Context: an optimization exercise on an open-source flow, tuned for small area and a short achievable clock period. The choices shown serve that exercise and are no tape-out recipe.
Function was not checked in any run shown here: the RTL went through the layout flow alone.
Power is estimated from default activity; no workload was simulated.

==> flow/design.v (outline; a module is shown in full before it is edited, if it fits) <==
// module fir_systolic_cfg: 3010 lines
module fir_systolic_cfg (
    input  logic               clk,
    input  logic               rst,
    input  logic               in_valid,
    input  logic signed [15:0] in_data,
    input  logic               coef_wr,
    input  logic [2:0]         coef_addr,
    input  logic signed [15:0] coef_data,
    output logic               out_valid,
    output logic signed [31:0] out_data,
    output logic               out_ovf
);
  // ...
==> flow/flow/run.sh <==
#!/bin/bash
# Standard layout, with one extra step between synthesis and floorplan:
# fa_polarity.py flips full-adder cells (a full adder is self-dual) so that
# fewer inverters are needed around them. The rewritten netlist is checked
# against the synthesised one with ABC's combinational equivalence check
# (same registers); if the check does not pass, the synthesised netlist is
# kept unchanged.
set -euo pipefail
W=$(pwd)
R=$W/orfs/results/$FLOW_PLATFORM/fir_systolic_cfg/base
LIB=$FLOW_HOME/platforms/$FLOW_PLATFORM/lib/sky130_fd_sc_hd__tt_025C_1v80.lib
YB=$FLOW_HOME/../tools/install/yosys/bin
[ -x $YB/yosys ] || YB=$(dirname $(command -v yosys))

bash standard.sh synth > synth.log 2>&1

cp $R/1_2_yosys.v $W/netlist_synth.v
python3 flow/fa_polarity.py $W/netlist_synth.v $W/netlist_pol.v > polarity.log 2>&1

for n in synth pol; do
  cat > $W/blif_$n.ys <<EOT
read_liberty -ignore_miss_func $LIB
read_verilog $W/netlist_$n.v
hierarchy -top $FLOW_TOP
flatten
opt_clean
dffunmap
techmap
opt -fast
write_blif -gates $W/netlist_$n.blif
EOT
  $YB/yosys -q -l blif_$n.log $W/blif_$n.ys > /dev/null 2>&1
done
$YB/yosys-abc -c "cec $W/netlist_synth.blif $W/netlist_pol.blif" > cec.log 2>&1 || true
if grep -q "Networks are equivalent" cec.log; then
  echo "polarity: equivalent, using rewritten netlist" >> polarity.log
  cp $W/netlist_pol.v $R/1_2_yosys.v
  touch $R/1_2_yosys.v
else
  echo "polarity: NOT proven equivalent, keeping synthesised netlist" >> polarity.log
fi
rm -f $W/netlist_synth.blif $W/netlist_pol.blif

bash standard.sh finish > layout.log 2>&1
==> flow/flow/fa_polarity.py <==
#!/usr/bin/env python3
"""Remove inverters around full-adder cells in a Yosys gate netlist.

A full adder is self-dual: FA(~a, ~b, ~c) = (~cout, ~sum). Each fa cell may
therefore be flipped: its inputs take the complement of what they took and
its outputs carry the complement of what they carried. This script chooses
a flip for every fa cell (local search) so that the number of inverter cells
is smallest, then writes the netlist back with every inverter rebuilt from
scratch (at most one inverter per signal).

usage: fa_polarity.py IN.v OUT.v
"""
import re
import sys
from collections import defaultdict

INV_RE = re.compile(r"sky130_fd_sc_hd__inv_\d+$")
FA_RE = re.compile(r"sky130_fd_sc_hd__fa_\d+$")
OUT_PINS = {"X", "Y", "Q", "Q_N", "SUM", "COUT", "HI", "LO"}

src = open(sys.argv[1]).read()

m = re.search(r"\bmodule\s+(\S+)\s*\((.*?)\);", src, re.S)
mod_start = m.start()
body_start = m.end()
end = src.rindex("endmodule")
body = src[body_start:end]

inst_re = re.compile(r"^\s*(sky130_fd_sc_hd__\w+)\s+(\S+)\s*\((.*?)\);\s*$", re.S | re.M)
pin_re = re.compile(r"\.(\w+)\(\s*([^()]*?)\s*\)")

insts = []
decl_lines = []
pos = 0
for mm in inst_re.finditer(body):
    pre = body[pos:mm.start()]
    decl_lines.append(pre)
    pos = mm.end()
    ct, name, pins = mm.group(1), mm.group(2), mm.group(3)
    insts.append([ct, name, [(p, n) for p, n in pin_re.findall(pins)]])
tail = body[pos:]
decls = "".join(decl_lines) + tail

ports = set()
for mm in re.finditer(r"^\s*(input|output|inout)\s+(?:\[[^\]]*\]\s*)?(\S+?)\s*;", decls, re.M):
    ports.add(mm.group(2))


def is_port_net(n):
    base = n.split("[")[0].strip()
    return base in ports or n in ports


def is_const(n):
    return "'" in n

# inverter graph: net -> (signal net, polarity)
inv_out = {}
for ct, name, pins in insts:
    if INV_RE.match(ct):
        d = dict(pins)
        inv_out[d["Y"]] = d["A"]


def resolve(n):
    pol = 0
    seen = 0
    while n in inv_out and seen < 100:
        n = inv_out[n]
        pol ^= 1
        seen += 1
    return n, pol

XOR_SWAP = {"sky130_fd_sc_hd__xor2_1": ("sky130_fd_sc_hd__xnor2_1", "X", "Y"),
            "sky130_fd_sc_hd__xnor2_1": ("sky130_fd_sc_hd__xor2_1", "Y", "X")}
fas = [i for i in insts if FA_RE.match(i[0])]
xors = [i for i in insts if i[0] in XOR_SWAP]
others = [i for i in insts if not FA_RE.match(i[0]) and not INV_RE.match(i[0])]

# FA cells touching constants are left alone
fa_ok = []
for f in fas:
    d = dict(f[2])
    if any(is_const(d[p]) for p in ("A", "B", "CIN")):
        continue
    fa_ok.append(f)
fa_ok_names = set(f[1] for f in fa_ok)
xor_names = set()
prod_xor = {}
for x in xors:
    d = dict(x[2])
    o = d[XOR_SWAP[x[0]][1]]
    if is_port_net(o) or is_const(o):
        continue
    xor_names.add(x[1])
    prod_xor[o] = x[1]

# produced polarity of each signal: signals driven by FA outputs depend on flip
# demands: list of (signal, pol, owner) where owner is FA name or None
prod_fa = {}   # signal -> fa name (if produced by a flippable fa)
for f in fa_ok:
    d = dict(f[2])
    prod_fa[d["COUT"]] = f[1]
    prod_fa[d["SUM"]] = f[1]

demands = defaultdict(list)  # signal -> list of [pol, owner]
fa_inputs = defaultdict(list)  # fa name -> list of signals it demands
for ct, name, pins in insts:
    if INV_RE.match(ct):
        continue
    for p, n in pins:
        if p in OUT_PINS or is_const(n) or n == "":
            continue
        s, pol = resolve(n)
        owner = name if name in fa_ok_names else None
        demands[s].append([pol, owner])
        if owner:
            fa_inputs[name].append(s)
# output ports demand their net's value
port_pinned = set()
for n in list(inv_out.keys()):
    if is_port_net(n):
        s, pol = resolve(n)
        demands[s].append([pol, None])
        port_pinned.add(n)
for ct, name, pins in insts:
    for p, n in pins:
        if p in OUT_PINS and is_port_net(n):
            pass  # driven directly, produced polarity 0 unless FA flips

# an FA whose output net is itself a port must not flip
for f in fa_ok:
    d = dict(f[2])
    if is_port_net(d["COUT"]) or is_port_net(d["SUM"]):
        prod_fa.pop(d["COUT"], None)
        prod_fa.pop(d["SUM"], None)
        fa_ok_names.discard(f[1])
for s in demands:
    for dm in demands[s]:
        if dm[1] is not None and dm[1] not in fa_ok_names:
            dm[1] = None

flip = {f: 0 for f in fa_ok_names}
for x in xor_names:
    flip[x] = 0
for o, x in prod_xor.items():
    prod_fa[o] = x


def sig_cost(s):
    pp = flip[prod_fa[s]] if s in prod_fa else 0
    need = False
    for pol, owner in demands.get(s, ()):
        eff = pol ^ (flip[owner] if owner else 0)
        if eff != pp:
            return 1
    return 0

fa_sigs = {}
for f in fa_ok:
    if f[1] not in fa_ok_names:
        continue
    d = dict(f[2])
    ss = set(fa_inputs[f[1]]) | {d["COUT"], d["SUM"]}
    fa_sigs[f[1]] = ss

total0 = sum(sig_cost(s) for s in set(demands) | set(prod_fa))
for x in xor_names:
    d = dict(next(i for i in xors if i[1] == x)[2])
    fa_sigs[x] = {d[XOR_SWAP[next(i for i in xors if i[1] == x)[0]][1]]}
import random, math
random.seed(1)
names = sorted(fa_sigs)
cur = total0
best = cur
best_flip = dict(flip)
T = 1.0
moves = 400000
for it in range(moves):
    T = 1.0 * (1 - it / moves) + 0.02
    f = names[random.randrange(len(names))]
    ss = fa_sigs[f]
    before = sum(sig_cost(s) for s in ss)
    flip[f] ^= 1
    after = sum(sig_cost(s) for s in ss)
    dlt = after - before
    if dlt <= 0 or random.random() < math.exp(-dlt / T):
        cur += dlt
        if cur < best:
            best = cur
            best_flip = dict(flip)
    else:
        flip[f] ^= 1
flip = best_flip
changed = True
it = 0
while changed and it < 50:
    changed = False
    it += 1
    for f in names:
        ss = fa_sigs[f]
        before = sum(sig_cost(s) for s in ss)
        flip[f] ^= 1
        after = sum(sig_cost(s) for s in ss)
        if after < before:
            changed = True
        else:
            flip[f] ^= 1
total1 = sum(sig_cost(s) for s in set(demands) | set(prod_fa))
n_inv0 = sum(1 for i in insts if INV_RE.match(i[0]))
sys.stderr.write(f"inverters before {n_inv0}, signals needing inversion {total0} -> {total1}, passes {it}\n")

# rebuild: net for (signal, polarity)
# produced net: the signal's own net name carries polarity pp. If pp==1 the net
# named s carries ~original(s). We rename: for FA outputs with flip, create a new
# net name for the produced (inverted) value, and keep net s for the true value
# (created by an inverter if needed).
new_wires = []
cnt = [0]


def fresh():
    cnt[0] += 1
    w = f"_fapol_{cnt[0]}_"
    new_wires.append(w)
    return w

# original inverter output nets that are ports keep their names
true_net = {}   # signal -> net carrying true value
inv_net = {}    # signal -> net carrying inverted value
new_invs = []
sigs = set(demands) | set(prod_fa)
for s in sigs:
    pp = flip[prod_fa[s]] if s in prod_fa else 0
    if pp == 0:
        true_net[s] = s
    else:
        inv_net[s] = fresh()
# port-pinned inverter outputs: the port net must carry its value
pinned_by_sig = defaultdict(list)
for n in port_pinned:
    s, pol = resolve(n)
    pinned_by_sig[(s, pol)].append(n)


def net_for(s, pol):
    pp = flip[prod_fa[s]] if s in prod_fa else 0
    if pol == 0:
        if s not in true_net:
            # need inverter from inv_net
            true_net[s] = s
            new_invs.append((inv_net[s], s))
        return true_net[s]
    else:
        if s not in inv_net:
            w = fresh()
            inv_net[s] = w
            new_invs.append((true_net[s], w))
        return inv_net[s]

out_insts = []
for ct, name, pins in insts:
    if INV_RE.match(ct):
        continue
    newpins = []
    is_fa = name in fa_ok_names
    fl = flip.get(name, 0) if is_fa else 0
    if name in xor_names and flip[name]:
        nct, opin, npin = XOR_SWAP[ct]
        newpins = []
        for p, n in pins:
            if p == opin:
                newpins.append((npin, inv_net[n]))
            elif is_const(n) or n == "":
                newpins.append((p, n))
            else:
                s_, pol = resolve(n)
                newpins.append((p, net_for(s_, pol)))
        out_insts.append((nct, name, newpins))
        continue
    for p, n in pins:
        if is_const(n) or n == "":
            newpins.append((p, n))
            continue
        if p in OUT_PINS:
            if is_fa and fl:
                newpins.append((p, inv_net[n]))
            else:
                newpins.append((p, n))
            continue
        s, pol = resolve(n)
        newpins.append((p, net_for(s, pol ^ fl)))
    out_insts.append((ct, name, newpins))
# port-pinned inverter nets
for (s, pol), nets in pinned_by_sig.items():
    src_net = net_for(s, pol)
    for n in nets:
        # drive the port net with a buffer-free inverter from the opposite polarity
        opp = net_for(s, pol ^ 1)
        new_invs.append((opp, n))

# remove duplicates in new_invs (same output)
seen = set()
inv_cells = []
for a, y in new_invs:
    if y in seen:
        continue
    seen.add(y)
    inv_cells.append((a, y))

def esc(n):
    return n + " " if n.startswith("\\") else n


# declare new wires after the last wire declaration
wire_decl = "".join(f"  wire {w};\n" for w in new_wires)
out = [src[:body_start], decls.rstrip() + "\n", wire_decl]
# keep instance order; put instance text
for ct, name, pins in out_insts:
    pl = ",\n".join(f"    .{p}({esc(n)})" for p, n in pins)
    out.append(f"  {ct} {name} (\n{pl}\n  );\n")
for k, (a, y) in enumerate(inv_cells):
    out.append(f"  sky130_fd_sc_hd__inv_1 _fapol_inv_{k}_ (\n    .A({esc(a)}),\n    .Y({esc(y)})\n  );\n")
out.append("endmodule\n")
open(sys.argv[2], "w").write("".join(out))
sys.stderr.write(f"inverters after {len(inv_cells)}\n")
==> flow/standard.sh <==
#!/bin/bash
# synth_recipe.tcl (not shown) runs the flow's synth.tcl, then flattens the netlist and writes it again
# the make line also repeats each setting of config.mk as NAME=value (left out here)
make -C /OpenROAD-flow-scripts/flow DESIGN_CONFIG=/design/flow/config.mk WORK_HOME=/design/flow/orfs CLKGATE_MAP_FILE= SYNTH_SCRIPT=/design/flow/synth_recipe.tcl "${@:-finish}"
==> flow/config.mk <==
export PLATFORM = sky130hd
export DESIGN_NAME = fir_systolic_cfg
export DESIGN_NICKNAME = fir_systolic_cfg
export VERILOG_FILES = /design/flow/design.v
export SDC_FILE = /design/flow/constraint.sdc
export NUM_CORES = 4
export LEC_CHECK = 0
export ABC_AREA = 1
export CAP_MARGIN = 20
export CORE_MARGIN = 2
export CORE_UTILIZATION = 40
export SETUP_SLACK_MARGIN = 5
export SLEW_MARGIN = 20
==> flow/constraint.sdc <==
create_clock -name core_clock -period 10.0 [get_ports {clk}]
set_input_delay 2.0000 -clock core_clock [delete_from_list [all_inputs] [get_ports {clk}]]
set_output_delay 2.0000 -clock core_clock [all_outputs]
set_load 0.01 [all_outputs]
==> insert_results.sql, run 1 <==
INSERT INTO impl_metrics (metric_group, metric, value, unit) VALUES
('layout', 'seq_area', '0.0191', 'sq mm'),
('cts', 'postcts_resize_cnt', '346', ''),
('layout', 'fillerInstances', '15600', ''),
('cts', 'cell_at_the_root_of_the_clock_tree', 'sky130_fd_sc_hd__clkbuf_16', ''),
('power', 'switching_share_of_power', '0.425', ''),
('grt', 'grt.total_usage', '0.253', ''),
('grt', 'grt_antenna_before_repair', '10', ''),
('cts', 'number_of_buffers_inserted_by_hold_repair_at_cts', '0', ''),
('placement', 'place_ws', '3.24', 'ns'),
('sta', 'endpoints_failing_hold', '0', ''),
('floorplan', 'design.portCount', '73', ''),
('floorplan', 'fp-row-count', '151', ''),
('layout', 'finalNetCount', '7482', ''),
('critical_path', 'path_depth', '13', ''),
('sta', 'period_minus_slack', '5.05', 'ns'),
('outcome', 'run_status', 'no timing/DRC/antenna violations', ''),
('layout', 'nonClockBufferCount', '264', ''),
('floorplan', 'die-height', '417', 'microns'),
('route', 'topmost_layer_with_routed_signal_wires', 'met5', ''),
('critical_path', 'worst_r2r_startpoint', 'coef_q[0][11]', ''),
('sta', 'max_slew_margin', '0.305', ''),
('layout', 'multi_input_area_share', '0.617', ''),
('floorplan', 'core_region_area', '0.169', 'sq mm'),
('layout', 'layout-area-overhead-vs-synth', '11.3', '%'),
('route', 'detail_route.drc_violations', '0', ''),
('cts', 'clk_path_buf_depth', '3', ''),
('floorplan', 'floorplan.die_area', '0.174', 'sq mm'),
('layout', 'largest_register_ffs', '128', ''),
('cts', 'clk_latency', '0.70', 'ns'),
('grt', 'busiest_layer', 'met2', ''),
('hold_path', 'whs_endpoint', 'pc1[33]', ''),
('critical_path', 'crit_buf_inv', '4', ''),
('sta', 'timing.clock.skew', '0.0241', 'ns'),
('sta', 'final.setup.tns', '0', 'ns'),
('cts', 'post-cts-setup-buffers', '8', ''),
('layout', 'reg.largest.list', 'coef_q x128, ps0 x35, yp x35', ''),
('layout', 'clock_buffers', '94', ''),
('placement', 'gp_routability_congestion', '0.970', ''),
('critical_path', 'worst-r2r-setup-slack', '5.21', 'ns'),
('layout', 'multiInputGateArea', '0.0469', 'sq mm'),
('placement', 'place.detailed.hpwl', '147000', 'microns');
==> run 2: changes to the inputs <==
--- a/flow/flow/run.sh
+++ b/flow/flow/run.sh
@@ -5,5 +5,6 @@
 # against the synthesised one with ABC's combinational equivalence check
 # (same registers); if the check does not pass, the synthesised netlist is
-# kept unchanged.
+# kept unchanged. Port buffers are plain buffers (buf_4) rather than the
+# delay cell buffer_ports picks by itself.
 set -euo pipefail
 W=$(pwd)
@@ -42,3 +43,4 @@
 rm -f $W/netlist_synth.blif $W/netlist_pol.blif
 
+export BUFFER_PORTS_ARGS="-inputs -outputs -buffer_cell sky130_fd_sc_hd__buf_4"
 bash standard.sh finish > layout.log 2>&1
==> insert_results.sql, run 2 <==
INSERT INTO impl_metrics (metric_group, metric, value, unit) VALUES
('outcome', 'run_status', 'no timing/DRC/antenna violations', ''),
('placement', 'gp_routability_congestion', '0.923', ''),
('critical_path', 'worst-r2r-setup-slack', '5.15', 'ns'),
('sta', 'final_max_slew_viols', '0', ''),
('layout', 'finish.utilization', '0.444', ''),
('sta', 'post-route-period-util', '0.500', ''),
('cts', 'clk_latency', '0.71', 'ns'),
('sta', 'max_freq', '200', 'MHz'),
('power', 'worst_ir_drop_vdd', '0.226', 'mV'),
('power', 'internal_power', '0.0174', 'W'),
('floorplan', 'floorplan.die_area', '0.174', 'sq mm'),
('layout', 'seq_area', '0.0191', 'sq mm'),
('cts', 'cts.sink_count', '659', ''),
('sta', 'finalSetupViolations', '0', ''),
('cts', 'h-tree-depth', '3', ''),
('grt', 'grt_start_max_net_pins', '132', ''),
('route', 'routed-via-count', '48500', ''),
('layout', 'multiInputGateArea', '0.0467', 'sq mm'),
('critical_path', 'cp.required', '8.00', 'ns'),
('grt', 'grt_pass1_wl', '315000', 'microns'),
('layout', 'most-common-layout-cells', '1025 x sky130_fd_sc_hd__fa_1, 817 x sky130_fd_sc_hd__o22ai_1, 630 x sky130_fd_sc_hd__xnor2_1', ''),
('layout', 'instances_no_fill', '8318', ''),
('yosys', 'yosys_warnings', '1', ''),
('power', 'power.leakage', '28.5', 'nW'),
('yosys', 'synth_fp_nets', '7620', ''),
('power', 'net_switching', '0.0126', 'W'),
('yosys', 'mean_instance_size_in_the_synthesized_netlist', '11.0', 'sq um'),
('critical_path', 'path_depth', '13', ''),
('critical_path', 'critical_path_max_stage_delay', '0.33', 'ns'),
('route', 'routed_via_density', '5.84', ''),
('floorplan', 'fp-row-count', '151', ''),
('sta', 'rsz0062_at_grt', 'true', ''),
('critical_path', 'worst_r2r_startpoint', 'coef_q[3][13]', ''),
('critical_path', 'critPathArrivalTime', '3.00', 'ns'),
('power', 'p_per_area', '399', 'mW/mm^2'),
('placement', 'place.detailed.hpwl', '144000', 'microns'),
('hold_path', 'hold_path.class', 'flip-flop to flip-flop', ''),
('cts', 'path_clk_slew', '0.06', 'ns'),
('critical_path', 'crit_buf_inv', '3', ''),
('cts', 'cts_tree', 'yes', ''),
('floorplan', 'fp.dieW', '417', 'microns'),
('layout', 'layout_commonest_cell', 'sky130_fd_sc_hd__fa_1', ''),
('placement', 'port_buffers', '72', ''),
('critical_path', 'timing.critical_path.slowest_stage_cell', 'sky130_fd_sc_hd__dfxtp_2', ''),
('power', 'pwr-share-comb', '0.678', ''),
('route', 'first_pass_iters', '6', ''),
('floorplan', 'design.portCount', '73', ''),
('layout', 'max_flop_register', 'coef_q', ''),
('route', 'drt.antenna.violating_nets', '0', ''),
('cts', 'clk_path_buf_depth', '3', ''),
('critical_path', 'end_point_of_the_critical_path', 'out_data[8]', ''),
('critical_path', 'timing.critical_path.fanout_max', '8', ''),
('cts', 'cell_at_the_root_of_the_clock_tree', 'sky130_fd_sc_hd__clkbuf_16', ''),
('grt', 'grt.total_usage', '0.237', ''),
('sta', 'max_slew_margin', '0.261', ''),
('critical_path', 'rr_worst_depth', '13', ''),
('sta', 'final.setup.tns', '0', 'ns'),
('route', 'detail_route.drc_violations', '0', ''),
('layout', 'finalNetCount', '7437', ''),
('layout', 'post-route-cell-area', '0.0753', 'sq mm'),
('critical_path', 'critPathTopFamily', 'simple AND/OR/NAND/NOR gates', ''),
('floorplan', 'core_region_area', '0.169', 'sq mm'),
('critical_path', 'critPathLaunchType', 'flip-flop', ''),
('yosys', 'syn_inst', '6214', ''),
('sta', 'timing.clock.skew', '0.0343', 'ns'),
('power', 'switching_share_of_power', '0.421', ''),
('layout', 'reg.largest.list', 'coef_q x128, ps0 x35, yp x35', ''),
('layout', 'fillerInstances', '15600', ''),
('grt', 'grt_antenna_before_repair', '2', ''),
('critical_path', 'path_cells', 'or2_4 -> ha_4 -> or2_4 -> ha_4 -> nor2_4 -> xor2_2 -> a31oi_2 -> nand2_1 -> nand2_4 -> clkinvlp_4 -> buf_12 -> nand2_4 -> buf_6', ''),
('floorplan', 'initial_core_util', '0.403', ''),
('grt', 'gr-total-overflow', '0', ''),
('power', 'power.clock.fraction', '0.106', ''),
('route', 'detail_route.iter0.violations', '3870', ''),
('layout', 'largest_register_ffs', '128', ''),
('sta', 'endpoints_failing_hold', '0', ''),
('critical_path', 'endpoint_of_the_worst_slack_reg_to_reg_timing_path', 'pc2[19]', ''),
('power', 'power_frac_seq', '0.216', ''),
('yosys', 'netlist_area', '0.0683', 'sq mm'),
('critical_path', 'cp-end-kind', 'primary output', ''),
('cts', 'number_of_buffers_inserted_by_hold_repair_at_cts', '0', ''),
('sta', 'period_minus_slack', '5.00', 'ns'),
('route', 'route.detailed.wl_per_inst', '25.4', 'microns'),
('placement', 'postPlaceCellArea', '0.0711', 'sq mm'),
('grt', 'grt_pass1_vias', '52300', ''),
('critical_path', 'crit_type', 'flip-flop to primary output', ''),
('sta', 'finalHoldWorstSlack', '0.426', 'ns'),
('layout', 'layout-area-overhead-vs-synth', '10.2', '%'),
('placement', 'dp_cells', '8124', ''),
('route', 'wl', '211000', 'microns'),
('sta', 'worstMarginPinSlew', '1.11', 'ns'),
('layout', 'post_route_cells_drive_above_1_share', '0.0917', ''),
('floorplan', 'die-height', '417', 'microns'),
('job', 'timing.max_cap.violations', '0', ''),
('cts', 'cts_inserted_buffers', '82', ''),
('critical_path', 'timing.critical_path.from', 'yg[31]', '');
-- run 2: worst min-delay path by stage --
stage | slack, ns | startpoint | cells past startpoint | endpoint
2_1_floorplan | 0.40 | ps2[33] | 0 | pc1[33]
3_3_place_gp | 0.41 | ps2[33] | 0 | pc1[33]
3_5_place_dp | 0.42 | ps2[33] | 0 | pc1[33]
4_1_cts | 0.43 | ps2[33] | 0 | pc1[33]
5_1_grt | 0.44 | ps2[33] | 0 | pc1[33]
6_report | 0.43 | ps2[33] | 0 | pc1[33]
-- run 2: area by class of cell --
class | instances | area share
multi-input cells | 4738 | 0.621
flip-flops and latches | 659 | 0.253
well taps | 2218 | 0.0369
repair buffers | 241 | 0.0330
clock buffers | 103 | 0.0304
inverters | 307 | 0.0177
clock inverters | 48 | 0.00770
repair inverters | 2 | 0.000249
diodes | 2 | 0.0000665
-- run 2: metal layers --
| metal | routed length, microns | track usage | up-vias |
|---|---|---|---|
| li1 | - | - | 20900 |
| met1 | 79500 | 0.277 | 24600 |
| met2 | 106000 | 0.426 | 2377 |
| met3 | 14300 | 0.0310 | 650 |
| met4 | 11200 | 0.120 | 0 |
| met5 | 0 | 0 | - |
-- run 2: power groups by stage --
stage / sequential, W / combinational, W / clock (W)
6_report: 0.00649 / 0.0203 / 0.00319
5_1_grt: 0.00660 / 0.0237 / 0.00335
4_1_cts: 0.00651 / 0.0205 / 0.00326
3_5_place_dp: 0.00657 / 0.0205 / 0
3_3_place_gp: 0.00654 / 0.0196 / 0
2_1_floorplan: 0.00639 / 0.0148 / 0
-- run 2: through the flow --
stage / power (W) / worst slack [ns]
finish: 0.0300 / 5.00
global route: 0.0336 / 4.88
CTS: 0.0303 / 4.92
global placement: 0.0261 / 3.55
detailed placement: 0.0270 / 3.46
floorplan: 0.0212 / 4.93
-- run 2: timing repair --
| action | in CTS | in global routing |
|---|---|---|
| setup buffers | 9 | 16 |
| resized for setup | 121 | 56 |
| endpoints found under the setup margin | 305 | 117 |
| gates cloned | 6 | 10 |
| endpoints found under the hold margin | 0 | 0 |
| pin swaps | 17 | 19 |
==> run 3: changes to the inputs <==
--- a/flow/config.mk
+++ b/flow/config.mk
@@ -10,4 +10,5 @@
 export CORE_MARGIN = 2
 export CORE_UTILIZATION = 40
+export CTS_BUF_LIST = sky130_fd_sc_hd__clkbuf_8
 export SETUP_SLACK_MARGIN = 5
 export SLEW_MARGIN = 20
==> insert_results.sql, run 3 <==
INSERT INTO impl_metrics (metric_group, metric, value, unit) VALUES
('power', 'p_per_area', '395', 'mW/mm^2'),
('layout', 'max_flop_register', 'coef_q', ''),
('critical_path', 'timing.critical_path.fanout_max', '8', ''),
('power', 'total_power', '0.0294', 'W'),
('critical_path', 'critPathArrivalTime', '3.05', 'ns'),
('floorplan', 'design.portCount', '73', ''),
('cts', 'cts.sink_count', '659', ''),
('yosys', 'yosys_warnings', '1', ''),
('placement', 'gp_routability_congestion', '0.924', ''),
('route', 'routed_via_density', '5.78', ''),
('floorplan', 'floorplan.die_area', '0.174', 'sq mm'),
('sta', 'final.setup.tns', '0', 'ns'),
('cts', 'h-tree-depth', '3', ''),
('sta', 'post-route-period-util', '0.505', ''),
('layout', 'post-route-cell-area', '0.0745', 'sq mm'),
('grt', 'grt_start_max_net_pins', '163', ''),
('floorplan', 'fp-row-count', '151', ''),
('layout', 'layout-area-overhead-vs-synth', '9.13', '%'),
('grt', 'gr-total-overflow', '0', ''),
('route', 'routed-via-count', '48400', ''),
('placement', 'postPlaceCellArea', '0.0711', 'sq mm'),
('hold_path', 'hold_path.class', 'flip-flop to flip-flop', ''),
('sta', 'period_minus_slack', '5.05', 'ns'),
('route', 'wl', '208000', 'microns'),
('layout', 'finish.utilization', '0.440', ''),
('sta', 'worstMarginPinSlew', '1.06', 'ns'),
('layout', 'layout_commonest_cell', 'sky130_fd_sc_hd__fa_1', ''),
('route', 'route.detailed.wl_per_inst', '24.8', 'microns'),
('floorplan', 'core_region_area', '0.169', 'sq mm'),
('route', 'first_pass_iters', '5', ''),
('layout', 'post_route_cells_drive_above_1_share', '0.0984', ''),
('placement', 'place.detailed.hpwl', '145000', 'microns'),
('sta', 'final_max_slew_viols', '0', ''),
('layout', 'finalNetCount', '7467', ''),
('yosys', 'syn_inst', '6214', ''),
('floorplan', 'initial_core_util', '0.403', ''),
('critical_path', 'critPathLaunchType', 'flip-flop', ''),
('cts', 'cell_at_the_root_of_the_clock_tree', 'sky130_fd_sc_hd__clkbuf_8', ''),
('job', 'timing.max_cap.violations', '0', ''),
('placement', 'port_buffers', '72', ''),
('floorplan', 'fp.dieW', '417', 'microns'),
('critical_path', 'cp.required', '8.00', 'ns'),
('sta', 'max_freq', '198', 'MHz'),
('cts', 'clk_path_buf_depth', '3', ''),
('grt', 'grt_antenna_before_repair', '5', ''),
('cts', 'path_clk_slew', '0.06', 'ns'),
('sta', 'endpoints_failing_hold', '0', ''),
('route', 'detail_route.drc_violations', '0', ''),
('critical_path', 'crit_type', 'flip-flop to primary output', ''),
('cts', 'number_of_buffers_inserted_by_hold_repair_at_cts', '0', ''),
('cts', 'clk_latency', '0.86', 'ns'),
('sta', 'finalSetupViolations', '0', ''),
('sta', 'max_slew_margin', '0.296', ''),
('sta', 'timing.clock.skew', '0.0362', 'ns'),
('grt', 'grt_pass1_wl', '314000', 'microns'),
('sta', 'finalHoldWorstSlack', '0.422', 'ns'),
('cts', 'cts_inserted_buffers', '114', ''),
('grt', 'grt.total_usage', '0.236', ''),
('route', 'drt.antenna.violating_nets', '0', ''),
('grt', 'grt_pass1_vias', '52500', ''),
('route', 'detail_route.iter0.violations', '3509', ''),
('power', 'worst_ir_drop_vdd', '0.220', 'mV'),
('floorplan', 'die-height', '417', 'microns'),
('yosys', 'synth_fp_nets', '7620', ''),
('power', 'power.leakage', '28.3', 'nW'),
('outcome', 'run_status', 'no timing/DRC/antenna violations', ''),
('yosys', 'netlist_area', '0.0683', 'sq mm'),
('sta', 'rsz0062_at_grt', 'true', ''),
('critical_path', 'cp-end-kind', 'primary output', ''),
('layout', 'most-common-layout-cells', '1022 x sky130_fd_sc_hd__fa_1, 817 x sky130_fd_sc_hd__o22ai_1, 630 x sky130_fd_sc_hd__xnor2_1', ''),
('cts', 'cts_tree', 'yes', ''),
('layout', 'reg.largest.list', 'coef_q x128, ps0 x35, yp x35', ''),
('layout', 'largest_register_ffs', '128', ''),
('yosys', 'mean_instance_size_in_the_synthesized_netlist', '11.0', 'sq um');
run 3: changes by cell type in the layout (fill, tap and decap cells not counted), sizes merged:
cell and change:
buf +5, bufbuf -3, bufinv +1, clkbuf +15, clkinv +18, diode +6
inv +22
run 3: repair_timing:
| action | 4_1_cts | 5_1_grt |
|---|---|---|
| setup endpoints to repair | 284 | 192 |
| pin swaps | 26 | 10 |
| gates cloned | 4 | 4 |
| setup buffers | 15 | 6 |
| endpoints found under the hold margin | 0 | 0 |
| resized for setup | 107 | 60 |
run 3: power breakdown:
group	internal, W	switching [W]	total (W)
Combinational	0.00944	0.0108	0.0203
Sequential	0.00599	0.000487	0.00648
Clock	0.00146	0.00122	0.00268
Total	0.0169	0.0125	0.0294
run 3: cell type report:
cell class	instances	area (sq um)
tap	2218	2780
multi-input combinational	4738	46700
sequential	659	19100
antenna	8	20.0
fill	15700	94900
timing repair inverter	1	7.51
clock inverter	90	754
inverter	307	1250
clock buffer	121	1670
timing repair buffer	240	2320
run 3: worst max-delay path, cell delays in order (launching register included):
cell and delay (ns):
sky130_fd_sc_hd__dfxtp_2 0.31, sky130_fd_sc_hd__or2_4 0.25, sky130_fd_sc_hd__ha_4 0.15, sky130_fd_sc_hd__or2_4 0.23, sky130_fd_sc_hd__ha_4 0.16, sky130_fd_sc_hd__nor2_4 0.09, sky130_fd_sc_hd__xor2_2 0.21, sky130_fd_sc_hd__o31ai_2 0.12
sky130_fd_sc_hd__nand2_2 0.12, sky130_fd_sc_hd__buf_12 0.14, sky130_fd_sc_hd__nand2_8 0.10, sky130_fd_sc_hd__nand2_1 0.10, sky130_fd_sc_hd__nand2_1 0.05, sky130_fd_sc_hd__buf_4 0.15
run 3: final timing paths:
| path | startpoint | to | slack (ns) | cells past startpoint |
|---|---|---|---|---|
| worst min-delay path | ps4[32] | pc3[32] | 0.42 | 0 |
| worst max-delay path | yp[31] | out_data[9] | 4.95 | 13 |
| worst max register to register | coef_q[3][5] | pc2[20] | 5.19 | 9 |
| worst min register to register | ps4[32] | pc3[32] | 0.42 | 0 |
run 3: through the flow:
step	setup WS, ns	instances
finish	4.95	8382
global route	4.77	8381
CTS	4.85	8364
detailed placement	3.50	8134
global placement	3.53	8134
floorplan	4.93	6214
run 3: routing by layer:
metal  share of wire  track usage  routed length [microns]  vias to the layer above
met5               0            0                        0                        -
met4           0.058        0.135                    12000                        0
met3           0.064       0.0356                    13400                      675
met2            0.50        0.419                   104000                     2205
met1            0.38        0.271                    77900                    24500
li1                -            -                        -                    21000
==> run 4: changes to the inputs <==
--- a/flow/config.mk
+++ b/flow/config.mk
@@ -7,8 +7,7 @@
 export LEC_CHECK = 0
 export ABC_AREA = 1
-export CAP_MARGIN = 20
+export CAP_MARGIN = 5
 export CORE_MARGIN = 2
 export CORE_UTILIZATION = 40
-export CTS_BUF_LIST = sky130_fd_sc_hd__clkbuf_8
 export SETUP_SLACK_MARGIN = 5
-export SLEW_MARGIN = 20
+export SLEW_MARGIN = 5
==> insert_results.sql, run 4 <==
INSERT INTO impl_metrics (metric_group, metric, value, unit) VALUES
('layout', 'max_flop_register', 'coef_q', ''),
('cts', 'cts.sink_count', '659', ''),
('layout', 'layout_commonest_cell', 'sky130_fd_sc_hd__fa_1', ''),
('sta', 'final.setup.tns', '0', 'ns'),
('layout', 'finalNetCount', '7437', ''),
('route', 'routed-via-count', '48300', ''),
('sta', 'final_max_slew_viols', '0', ''),
('grt', 'gr-total-overflow', '0', ''),
('layout', 'most-common-layout-cells', '1025 x sky130_fd_sc_hd__fa_1, 817 x sky130_fd_sc_hd__o22ai_1, 628 x sky130_fd_sc_hd__xnor2_1', ''),
('layout', 'layout-area-overhead-vs-synth', '10.1', '%'),
('power', 'p_per_area', '400', 'mW/mm^2'),
('hold_path', 'hold_path_depth', '0', ''),
('floorplan', 'floorplan.die_area', '0.174', 'sq mm'),
('critical_path', 'rr_worst_depth', '9', ''),
('grt', 'grt_pass1_vias', '52700', ''),
('placement', 'postPlaceCellArea', '0.0710', 'sq mm'),
('grt', 'grt.total_usage', '0.236', ''),
('grt', 'grt_start_max_net_pins', '123', ''),
('sta', 'timing.clock.skew', '0.0367', 'ns'),
('floorplan', 'fp-row-count', '151', ''),
('critical_path', 'crit_type', 'input pin to flip-flop', ''),
('critical_path', 'timing.critical_path.fanout_max', '17', ''),
('cts', 'clk_latency', '0.70', 'ns'),
('placement', 'place.detailed.hpwl', '145000', 'microns'),
('sta', 'period_minus_slack', '5.01', 'ns'),
('sta', 'post-route-period-util', '0.501', ''),
('cts', 'clk_path_buf_depth', '3', ''),
('placement', 'port_buffers', '72', ''),
('power', 'power.leakage', '28.5', 'nW'),
('sta', 'max_slew_margin', '0.0750', ''),
('outcome', 'run_status', 'no timing/DRC/antenna violations', ''),
('route', 'wl', '208000', 'microns'),
('cts', 'number_of_buffers_inserted_by_hold_repair_at_cts', '0', ''),
('yosys', 'syn_inst', '6214', ''),
('yosys', 'yosys_warnings', '1', ''),
('critical_path', 'critPathArrivalTime', '5.55', 'ns'),
('route', 'route.detailed.wl_per_inst', '25.0', 'microns'),
('cts', 'cell_at_the_root_of_the_clock_tree', 'sky130_fd_sc_hd__clkbuf_16', ''),
('sta', 'rsz0062_at_grt', 'true', ''),
('layout', 'reg.largest.list', 'coef_q x128, ps0 x35, yp x35', ''),
('route', 'detail_route.drc_violations', '0', ''),
('critical_path', 'worst-r2r-setup-slack', '5.17', 'ns'),
('critical_path', 'critPathLaunchType', 'input pin', ''),
('cts', 'path_clk_slew', '0.06', 'ns'),
('yosys', 'netlist_area', '0.0683', 'sq mm'),
('floorplan', 'die-height', '417', 'microns'),
('floorplan', 'core_region_area', '0.169', 'sq mm'),
('floorplan', 'design.portCount', '73', ''),
('cts', 'h-tree-depth', '3', ''),
('power', 'worst_ir_drop_vdd', '0.232', 'mV'),
('floorplan', 'fp.dieW', '417', 'microns'),
('grt', 'grt_antenna_before_repair', '4', ''),
('yosys', 'mean_instance_size_in_the_synthesized_netlist', '11.0', 'sq um'),
('critical_path', 'cp-end-kind', 'flip-flop', ''),
('layout', 'post_route_cells_drive_above_1_share', '0.0899', ''),
('job', 'timing.max_cap.violations', '0', ''),
('route', 'detail_route.iter0.violations', '3825', ''),
('yosys', 'synth_fp_nets', '7620', ''),
('layout', 'post-route-cell-area', '0.0752', 'sq mm'),
('cts', 'cts_inserted_buffers', '81', ''),
('route', 'drt.antenna.violating_nets', '0', ''),
('route', 'routed_via_density', '5.81', ''),
('placement', 'dp_cells', '8126', ''),
('sta', 'finalSetupViolations', '0', ''),
('sta', 'worstMarginPinSlew', '1.38', 'ns'),
('cts', 'cts_tree', 'yes', ''),
('placement', 'gp_routability_congestion', '0.926', ''),
('layout', 'instances_no_fill', '8317', ''),
('route', 'first_pass_iters', '6', ''),
('hold_path', 'hold_path.class', 'flip-flop to flip-flop', ''),
('sta', 'endpoints_failing_hold', '0', ''),
('critical_path', 'cp.required', '10.54', 'ns'),
('layout', 'largest_register_ffs', '128', ''),
('sta', 'finalHoldWorstSlack', '0.427', 'ns'),
('sta', 'max_freq', '200', 'MHz'),
('grt', 'grt_pass1_wl', '314000', 'microns'),
('floorplan', 'initial_core_util', '0.403', '');
-- run 4: path summary, 6_finish.rpt --
kind | to | start
worst max-delay path | yp[21] | in_data[15]
worst min-delay path | pc3[32] | ps4[32]
worst max register to register | pc5[20] | coef_q[6][5]
worst min register to register | pc3[32] | ps4[32]
-- run 4: metal layers --
metal / track usage / share of wire / up-vias
li1: - / - / 20900
met2: 0.421 / 0.50 / 2229
met4: 0.127 / 0.055 / 0
met3: 0.0339 / 0.064 / 663
met5: 0 / 0 / -
met1: 0.273 / 0.38 / 24500
-- run 4: critical path: stages --
cell and delay [ns]:
sky130_fd_sc_hd__clkbuf_8 0.25, sky130_fd_sc_hd__o21ai_0 0.69, sky130_fd_sc_hd__inv_1 0.15, sky130_fd_sc_hd__fa_1 0.55, sky130_fd_sc_hd__fa_2 0.37, sky130_fd_sc_hd__fa_1 0.51, sky130_fd_sc_hd__fa_1 0.49, sky130_fd_sc_hd__ha_1 0.30
sky130_fd_sc_hd__o21ai_1 0.15, sky130_fd_sc_hd__a21oi_1 0.05
-- run 4: where the power goes --
part           internal [W]  switching, W
Combinational       0.00948        0.0109
Clock               0.00201       0.00127
Sequential          0.00599      0.000489
-- run 4: stage by stage --
stage               worst slack (ns)   util  power [W]
floorplan                       4.93      -     0.0212
global placement                3.54  0.419     0.0261
detailed placement              3.51  0.419     0.0271
CTS                             4.90  0.440     0.0304
global route                    4.85  0.444     0.0337
finish                          4.99  0.444     0.0301
-- run 4: cell type report --
type,instances,area [sq um]
diodes,3,7.51
clock buffers,99,2240
inverters,307,1310
well taps,2218,2780
repair inverters,1,7.51
multi-input cells,4737,46700
repair buffers,244,2430
fillers,15600,94300
flip-flops and latches,659,19100
clock inverters,49,683
-- run 4: what timing repair did --
| item | 4_1_cts | 5_1_grt |
|---|---|---|
| cloned | 5 | 6 |
| setup buffers | 10 | 19 |
| gates resized for setup | 112 | 58 |
| pin swaps | 10 | 16 |
| hold endpoints to repair | 0 | 0 |
| setup endpoints to repair | 309 | 182 |

[port drivers added, routing unchanged]
The results above use ideal ports. As a check the final layouts listed here were re-extracted and re-timed, cells and wires unchanged. Step 1 assumes that a clkbuf_16 drives the clock port and a buf_2 every other input. Step 2 adds t to the input delays and takes it off the output delays; t is the mean of the earliest and latest rising clock arrival at the registers after step 1. Input paths then give back, and output paths get back, about the clock's delay inside the block. a / b / c = no drivers / after step 1 / after step 2; a / b = the first two.
run	shift t [ns]	setup WS [ns]	worst hold slack (ns)
run 1	0.768	4.952 / 4.870 / 4.282	0.430 / 0.430 / 0.430
run 2	0.780	4.996 / 4.912 / 4.291	0.426 / 0.426 / 0.426
run 3	0.917	4.948 / 4.873 / 4.093	0.422 / 0.422 / 0.422
run 4	0.760	4.988 / 4.911 / 4.270	0.427 / 0.427 / 0.427
After both steps setup and hold are still met in every run listed. The setup slack of run 3, which loses most, moves by -0.075 ns with the drivers and by -0.855 ns with both steps.
